Source: an optimization exercise on an open RTL-to-GDS flow (aim: small area, a short achievable clock period and few clock cycles). Production flows keep margins and buffers that such runs may drop. Function was checked by simulation only, so behaviour that the tests miss may differ from the original.

$ cat flow/design.v
package aesTypesPkg;
	typedef logic [128-1:0] aesBlock;
	typedef logic [4*8-1:0] aesWord;
	typedef logic [8-1:0] aesByte;
	typedef logic [3:0] roundIndex;
	function automatic aesByte xtime(input aesByte b);
		xtime = {b[6:0], 1'b0} ^ (b[7] ? 8'h1B : 8'h00);
	endfunction
	function automatic aesByte gfMul(input aesByte a, input aesByte b);
		aesByte prod;
		aesByte term;
		prod = '0;
		term = a;
		for (int i = 0; i < 8; i++) begin
			if (b[i])
				prod = prod ^ term;
			term = xtime(term);
		end
		gfMul = prod;
	endfunction
	function automatic aesBlock shiftRows(input aesBlock b);
		aesBlock s;
		s = '0;
		for (int c = 0; c < 4; c++) begin
			for (int r = 0; r < 4; r++)
				s[127 - 8*(r + 4*c) -: 8] = b[127 - 8*(r + 4*((c + r) % 4)) -: 8];  
		end
		shiftRows = s;
	endfunction
	function automatic aesBlock mixColumns(input aesBlock b);
		aesBlock m;
		aesWord col;
		m = '0;
		for (int c = 0; c < 4; c++) begin
			col = b[127 - 32*c -: 32];
			m[127 - 32*c -: 32] = {
				xtime(col[31:24]) ^ xtime(col[23:16]) ^ col[23:16] ^ col[15:8] ^ col[7:0],
				col[31:24] ^ xtime(col[23:16]) ^ xtime(col[15:8]) ^ col[15:8] ^ col[7:0],
				col[31:24] ^ col[23:16] ^ xtime(col[15:8]) ^ xtime(col[7:0]) ^ col[7:0],
				xtime(col[31:24]) ^ col[31:24] ^ col[23:16] ^ col[15:8] ^ xtime(col[7:0])};
		end
		mixColumns = m;
	endfunction
endpackage
package aesCtrlPkg;
	typedef enum logic [2:0] {
		stIdle,
		stAddKey,
		stSub,
		stShift,
		stMix,
		stAddRound,
		stDone
	} seqState;
endpackage
module aesSbox (
	input aesTypesPkg::aesByte inByte,
	output aesTypesPkg::aesByte outByte
);
	aesTypesPkg::aesByte square;
	aesTypesPkg::aesByte inverse;
	always_comb begin
		square = inByte;
		inverse = 8'h01;
		for (int i = 1; i < 8; i++) begin
			square = aesTypesPkg::gfMul(square, square);  
			inverse = aesTypesPkg::gfMul(inverse, square);
		end
	end
	assign outByte = inverse
		^ {inverse[6:0], inverse[7]}
		^ {inverse[5:0], inverse[7:6]}
		^ {inverse[4:0], inverse[7:5]}
		^ {inverse[3:0], inverse[7:4]}
		^ 8'h63;
endmodule
module aesKeySchedule (
	input logic clock,
	input logic reset,
	input logic stepLoad,
	input logic stepAddFirst,
	input logic stepAddRound,
	input aesTypesPkg::aesBlock key,
	output aesTypesPkg::aesBlock roundKey
);
	aesTypesPkg::aesBlock keyReg;
	aesTypesPkg::aesBlock nextKey;
	aesTypesPkg::aesByte rcon;
	aesTypesPkg::aesWord w0, w1, w2, w3;
	aesTypesPkg::aesWord rotWord;
	aesTypesPkg::aesWord subWord;
	aesTypesPkg::aesWord g;
	assign {w0, w1, w2, w3} = keyReg;
	assign rotWord = {w3[23:0], w3[31:24]};
	for (genvar i = 0; i < 4; i++) begin : genSubWord
		aesSbox uSbox (
			.inByte(rotWord[8*i +: 8]),
			.outByte(subWord[8*i +: 8])
		);
	end
	assign g = subWord ^ {rcon, 24'h000000};
	assign nextKey[127:96] = w0 ^ g;
	assign nextKey[95:64] = w1 ^ nextKey[127:96];
	assign nextKey[63:32] = w2 ^ nextKey[95:64];
	assign nextKey[31:0] = w3 ^ nextKey[63:32];
	always_ff @(posedge clock) begin
		if (stepLoad)
			keyReg <= key;
		else if (stepAddFirst || stepAddRound)
			keyReg <= nextKey;  
	end
	always_ff @(posedge clock or posedge reset) begin
		if (reset)
			rcon <= 8'h01;
		else if (stepLoad)
			rcon <= 8'h01;
		else if (stepAddFirst || stepAddRound)
			rcon <= aesTypesPkg::xtime(rcon);
	end
	assign roundKey = keyReg;
endmodule
module aesRoundDatapath (
	input logic clock,
	input logic reset,
	input logic stepLoad,
	input logic stepAddFirst,
	input logic stepSubStep,
	input logic stepShiftStep,
	input logic stepMixStep,
	input logic stepAddRound,
	input logic stepFinish,
	input aesTypesPkg::aesBlock plainText,
	input aesTypesPkg::aesBlock roundKey,
	output aesTypesPkg::aesBlock cipherText
);
	aesTypesPkg::aesBlock plainReg;
	aesTypesPkg::aesBlock stateReg;   
	aesTypesPkg::aesBlock subReg;
	aesTypesPkg::aesBlock shiftReg;
	aesTypesPkg::aesBlock mixReg;
	aesTypesPkg::aesBlock outReg;
	aesTypesPkg::aesBlock subBytes;
	for (genvar i = 0; i < 16; i++) begin : genSubBytes
		aesSbox uSbox (
			.inByte(stateReg[8*i +: 8]),
			.outByte(subBytes[8*i +: 8])
		);
	end
	always_ff @(posedge clock) begin
		if (stepLoad)
			plainReg <= plainText;
	end
	always_ff @(posedge clock) begin
		if (stepAddFirst)
			stateReg <= plainReg ^ roundKey;
		else if (stepAddRound)
			stateReg <= mixReg ^ roundKey;
	end
	always_ff @(posedge clock) begin
		if (stepSubStep)
			subReg <= subBytes;
	end
	always_ff @(posedge clock) begin
		if (stepShiftStep)
			shiftReg <= aesTypesPkg::shiftRows(subReg);
	end
	always_ff @(posedge clock) begin
		if (stepMixStep)
			mixReg <= aesTypesPkg::mixColumns(shiftReg);
	end
	always_ff @(posedge clock or posedge reset) begin
		if (reset)
			outReg <= '0;
		else if (stepFinish)
			outReg <= shiftReg ^ roundKey;
	end
	assign cipherText = outReg;
endmodule
module aesSequencer (
	input logic clock,
	input logic reset,
	input logic start,
	output logic stepLoad,
	output logic stepAddFirst,
	output logic stepSubStep,
	output logic stepShiftStep,
	output logic stepMixStep,
	output logic stepAddRound,
	output logic stepFinish,
	output logic done
);
	aesCtrlPkg::seqState state;
	aesCtrlPkg::seqState nextState;
	aesTypesPkg::roundIndex round;
	logic lastRound;
	assign lastRound = (round == aesTypesPkg::roundIndex'(10));
	always_ff @(posedge clock or posedge reset) begin
		if (reset) begin
			state <= aesCtrlPkg::stIdle;
			round <= '0;
		end else begin
			state <= nextState;
			if (stepLoad)
				round <= '0;  
			else if (stepAddFirst || stepAddRound)
				round <= round + 1'b1;
		end
	end
	always_comb begin
		nextState = state;
		stepLoad = 1'b0;
		stepAddFirst = 1'b0;
		stepSubStep = 1'b0;
		stepShiftStep = 1'b0;
		stepMixStep = 1'b0;
		stepAddRound = 1'b0;
		stepFinish = 1'b0;
		case (state)
			aesCtrlPkg::stIdle, aesCtrlPkg::stDone: begin
				if (start) begin
					stepLoad = 1'b1;
					nextState = aesCtrlPkg::stAddKey;
				end
			end
			aesCtrlPkg::stAddKey: begin
				stepAddFirst = 1'b1;
				nextState = aesCtrlPkg::stSub;
			end
			aesCtrlPkg::stSub: begin
				stepSubStep = 1'b1;
				nextState = aesCtrlPkg::stShift;
			end
			aesCtrlPkg::stShift: begin
				stepShiftStep = 1'b1;
				nextState = lastRound ? aesCtrlPkg::stAddRound : aesCtrlPkg::stMix;  
			end
			aesCtrlPkg::stMix: begin
				stepMixStep = 1'b1;
				nextState = aesCtrlPkg::stAddRound;
			end
			aesCtrlPkg::stAddRound: begin
				if (lastRound) begin
					stepFinish = 1'b1;
					nextState = aesCtrlPkg::stDone;
				end else begin
					stepAddRound = 1'b1;
					nextState = aesCtrlPkg::stSub;
				end
			end
			default: nextState = aesCtrlPkg::stIdle;
		endcase
	end
	assign done = (state == aesCtrlPkg::stDone);
endmodule
module aesTop (
	input logic clock,
	input logic reset,
	input logic start,
	input aesTypesPkg::aesBlock plainText,
	input aesTypesPkg::aesBlock key,
	output aesTypesPkg::aesBlock cipherText,
	output logic done
);
	aesTypesPkg::aesBlock roundKey;
	logic stepLoad, stepAddFirst, stepSubStep, stepShiftStep, stepMixStep, stepAddRound, stepFinish;
	aesSequencer uSequencer (
		.clock(clock),
		.reset(reset),
		.start(start),
		.stepLoad(stepLoad),
		.stepAddFirst(stepAddFirst),
		.stepSubStep(stepSubStep),
		.stepShiftStep(stepShiftStep),
		.stepMixStep(stepMixStep),
		.stepAddRound(stepAddRound),
		.stepFinish(stepFinish),
		.done(done)
	);
	aesKeySchedule uKeys (
		.clock(clock),
		.reset(reset),
		.stepLoad(stepLoad),
		.stepAddFirst(stepAddFirst),
		.stepAddRound(stepAddRound),
		.key(key),
		.roundKey(roundKey)
	);
	aesRoundDatapath uDatapath (
		.clock(clock),
		.reset(reset),
		.stepLoad(stepLoad),
		.stepAddFirst(stepAddFirst),
		.stepSubStep(stepSubStep),
		.stepShiftStep(stepShiftStep),
		.stepMixStep(stepMixStep),
		.stepAddRound(stepAddRound),
		.stepFinish(stepFinish),
		.plainText(plainText),
		.roundKey(roundKey),
		.cipherText(cipherText)
	);
endmodule
$ cat flow/run.sh
#!/bin/bash
# synth_recipe.tcl (not shown) runs the flow's synth.tcl, then flattens the netlist and writes it again
# the make line also repeats each setting of config.mk as NAME=value (left out here)
make -C /OpenROAD-flow-scripts/flow DESIGN_CONFIG=/design/flow/config.mk WORK_HOME=/design/flow/orfs CLKGATE_MAP_FILE= SYNTH_SCRIPT=/design/flow/synth_recipe.tcl finish
$ cat flow/config.mk
export PLATFORM = sky130hd
export DESIGN_NAME = aesTop
export DESIGN_NICKNAME = aesTop
export VERILOG_FILES = /design/flow/design.v
export SDC_FILE = /design/flow/constraint.sdc
export NUM_CORES = 4
export LEC_CHECK = 0
export CAP_MARGIN = 20
export CORE_MARGIN = 2
export CORE_UTILIZATION = 40
export SLEW_MARGIN = 20
$ cat flow/constraint.sdc
create_clock -name core_clock -period 25.0 [get_ports {clock}]
set_input_delay 5.0000 -clock core_clock [delete_from_list [all_inputs] [get_ports {clock}]]
set_output_delay 5.0000 -clock core_clock [all_outputs]
set_load 0.01 [all_outputs]
==> out/summary.md <==
* complete, no violations — outcome
* 70367 — FILL cells
* 19.26 ns — minimum clock period after layout
* 707.6 mm — HPWL after DPL
* 102 — largest net degree at the start of global routing
* 36890 — final layout net count
* 5.579 — Via density
* 80 — number of antenna violations at the first check in global routing
* 6.124 ns — pre-CTS WS
* 304300 sq um — post-route cell area
* 0.1570 — Async SR Flop Fraction
* xnor2_1 — area leader, netlist
* 20 — critical path fanouts, max
* 308 — Site Rows
* 0 — post-CTS setup buffer count
* 0.06232 — layout cells sized above 1
* edfxtp_1 — predominant post-synthesis flop cell
* 0.2496 — aggregate global-route resource usage
* 109 — number of buffers added by the clock tree synthesis step
* 0.1179 — headroom to the max-slew limit
* 0 — Setup-failing EPs final
* 19.87 ns — signal arrival time at the worst endpoint
* 1449 mm — global-route wire length before repair
* 4 — number of warnings issued by yosys
* 388 — # IOs
* xnor2_1 — most used cell, CP
* 940.1 mm — aggregate routed wire length
* flop to flop — Tightest Hold Check Type
* xnor2_1 — most common cell in the synthesized netlist
* 0.97 ns — clock latency on the worst-skew pair
* 51.92 MHz — FMAX
* 0.09418 — part of the Yosys area used for sequential elements
* 37065 — Synth Instances
* 4 — worst-case clock buffer depth
* 0 — count of final max-slew check failures
* 7 — iteration count of the initial detailed-routing pass
* 0 — total of max-cap violations
* 0.10 ns — Clk pin slew, worst setup/hold paths
* 768 — number of synthesized flops with an enable pin
* 0 — post-CTS sizing
* flop to flop — critical path class
* flop — kind of start point of the critical path
* 37457 — Post-Synthesis Net Count
* 246900 sq um — area used by multi-input combinational logic
* 845.0 um — Horiz. Die Dim
* 0.9577 — routability-driven placement congestion ratio
* xnor2_1 (9384), nor2_1 (5455), nand2_1 (3877) — leading post-synthesis cells by instance count
* clkbuf_16 — Clock Tree Root
* 7.632 sq um — post-synthesis average cell area
* 282900 sq um — synthesized cell area
* 387 — PortBufs
* 0.98 ns — longest individual stage delay on the worst path
* 0.3428 ns — Hold Slack
* 0 ns — sum of negative setup slack
* 0 — total gr overflow
* 0.7704 — period utilisation layout
* 0 — number of hold buffers added after cts
* 25.61 ns — Worst Path Required
* flop — endpoint type of the worst setup path
* 120 — distinct cell type count of the synthesized netlist
* 845.0 um — Die Height
* 256518 — via total after detailed routing
* 0 — DRC violation count after routing
* 26640 sq um — register area
* xnor3_1 — cell at the slowest stage of the critical path
* no — unrepaired setup endpoints after global routing
* 240764 — vias in the first global route
* 3 — number of H-tree levels
* 0 — Hold Vio Cnt, Final
* 911 — Clock Sink Count
* 0.2905 — fraction of post-synthesis cell area in the top cell type by area
* 20.45 um — WL/cell
* 911 — number of storage elements in the synthesis netlist
* 23732 — number of DRC markers in iteration 0
* 0.4018 — effective utilization at floorplan
* xnor2_1 (29%), xnor3_1 (9.7%), xor2_1 (8.2%) — Area contributors post-synth
* 704100 sq um — Core Region
* 713900 sq um — total die area
* 299900 sq um — Post-Place Cell Area
* 5.740 ns — setup slack of the critical path after layout
* 1.318 ns — Worst Tran Pin Value
* 0.1096 ns — Max Clock Skew
* 0 — post-route ant nets
* 7.554% — Syn-to-layout area delta
* yes — clock tree from TritonCTS
* 0.4321 — Layout Utilization
cell families (layout without fill, tap and decap cells):
family / Yosys count / after routing / share of synthesized area
adders and majority gates: 139 / 139 / 0.006095
and+or+nand+nor: 12156 / 12156 / 0.1821
DFF: 911 / 911 / 0.09418
xor gates and xnor gates: 13654 / 13654 / 0.4982
muxes: 1113 / 1113 / 0.04067
other: 0 / 91 / 0
AOI/OAI and AO/OA: 6288 / 6288 / 0.1392
buffers and inverters: 2804 / 2326 / 0.03954
path summary, 6_finish.rpt:
| kind | startpoint | endpoint | slack (ns) | cells past startpoint |
|---|---|---|---|---|
| min reg2reg | uDatapath.subReg[103] | uDatapath.shiftReg[71] | 0.34 | 0 |
| max reg2reg | uKeys.keyReg[8] | uKeys.keyReg[83] | 5.74 | 47 |
| max in group asynchronous | reset | uKeys.rcon[6] | 19.01 | 3 |
| max | uKeys.keyReg[8] | uKeys.keyReg[83] | 5.74 | 47 |
| min | uDatapath.subReg[103] | uDatapath.shiftReg[71] | 0.34 | 0 |
| min in group asynchronous | reset | uDatapath.outReg[1] | 4.55 | 2 |
critical path, delay by kind of cell (launching register included):
| kind | cells | cell delay [ns] |
|---|---|---|
| and+or+nand+nor | 7 | 1.44 |
| DFF | 1 | 0.75 |
| xor gates and xnor gates | 29 | 13.36 |
| AOI/OAI and AO/OA | 6 | 1.63 |
| adders and majority gates | 2 | 0.97 |
| buffers and inverters | 1 | 0.34 |
| muxes | 2 | 0.40 |
flip-flops by register name, summed over array words and instances (netlist names):
name                cells
uDatapath.subReg      128
uSequencer.state        3
uDatapath.stateReg    128
uDatapath.outReg      128
uSequencer.round        4
uDatapath.mixReg      128
uKeys.keyReg          128
uDatapath.shiftReg    128
uDatapath.plainReg    128
uKeys.rcon              8
stage by stage:
step | instances
after global routing | 45957
after detailed placement | 45684
after global placement | 45683
final | 45978
after CTS | 45884
after floorplan | 37065
placed cells by master, fill, tap and decap left out, types with 660 or more instances in the layout:
| cell | count |
|---|---|
| edfxtp_1 | 768 |
| xor2_1 | 2592 |
| nor3_1 | 660 |
| nor2_1 | 5449 |
| mux2i_1 | 921 |
| buf_4 | 1210 |
| a21oi_1 | 1647 |
| xnor2_1 | 9206 |
| xnor3_1 | 1213 |
| o21ai_0 | 1691 |
| nand2_1 | 3876 |
final cells by class:
| class | count | share of cell area |
|---|---|---|
| tap | 9300 | 0.03825 |
| clock inverter | 65 | 0.002883 |
| clock buffer | 135 | 0.009796 |
| sequential | 911 | 0.08756 |
| timing repair buffer | 1601 | 0.04275 |
| inverter | 525 | 0.006551 |
| multi-input combinational | 33350 | 0.8115 |
| antenna | 91 | 0.0007485 |
routing by layer:
layer  global-route usage  part of all wire  wire [um]
met1               0.3337              0.43     402800
met2               0.3991              0.45     425100
met3              0.02786             0.064      59720
met4               0.1246             0.056      52290
met5                    0           0.00018        170
Testbench counts, summed over its fixed seeds: cycles 98,400.

==> afterwards: timing with drivers on the ports <==
No port has a modelled driver above. Below, the same layout with a new extraction and two added sets of constraints.
Step 1 assumes that a clkbuf_16 drives the clock port and a buf_2 every other input.
Step 2 also shifts input and output timing later by t, the mid clock arrival at the registers, as if the neighbouring blocks saw the same clock.
Three values: ideal ports, drivers, drivers and shift; two values: the first two.
t (ns): 1.012
setup slack, ns: 5.740 / 5.740 / 5.740
worst setup path at the end: register to register
worst register clock-pin slew, ns: 0.10 / 0.10
After both steps this run still meets setup and hold. For this run, drivers alone change the setup slack by 0.000 ns; drivers and shift together by 0.000 ns.
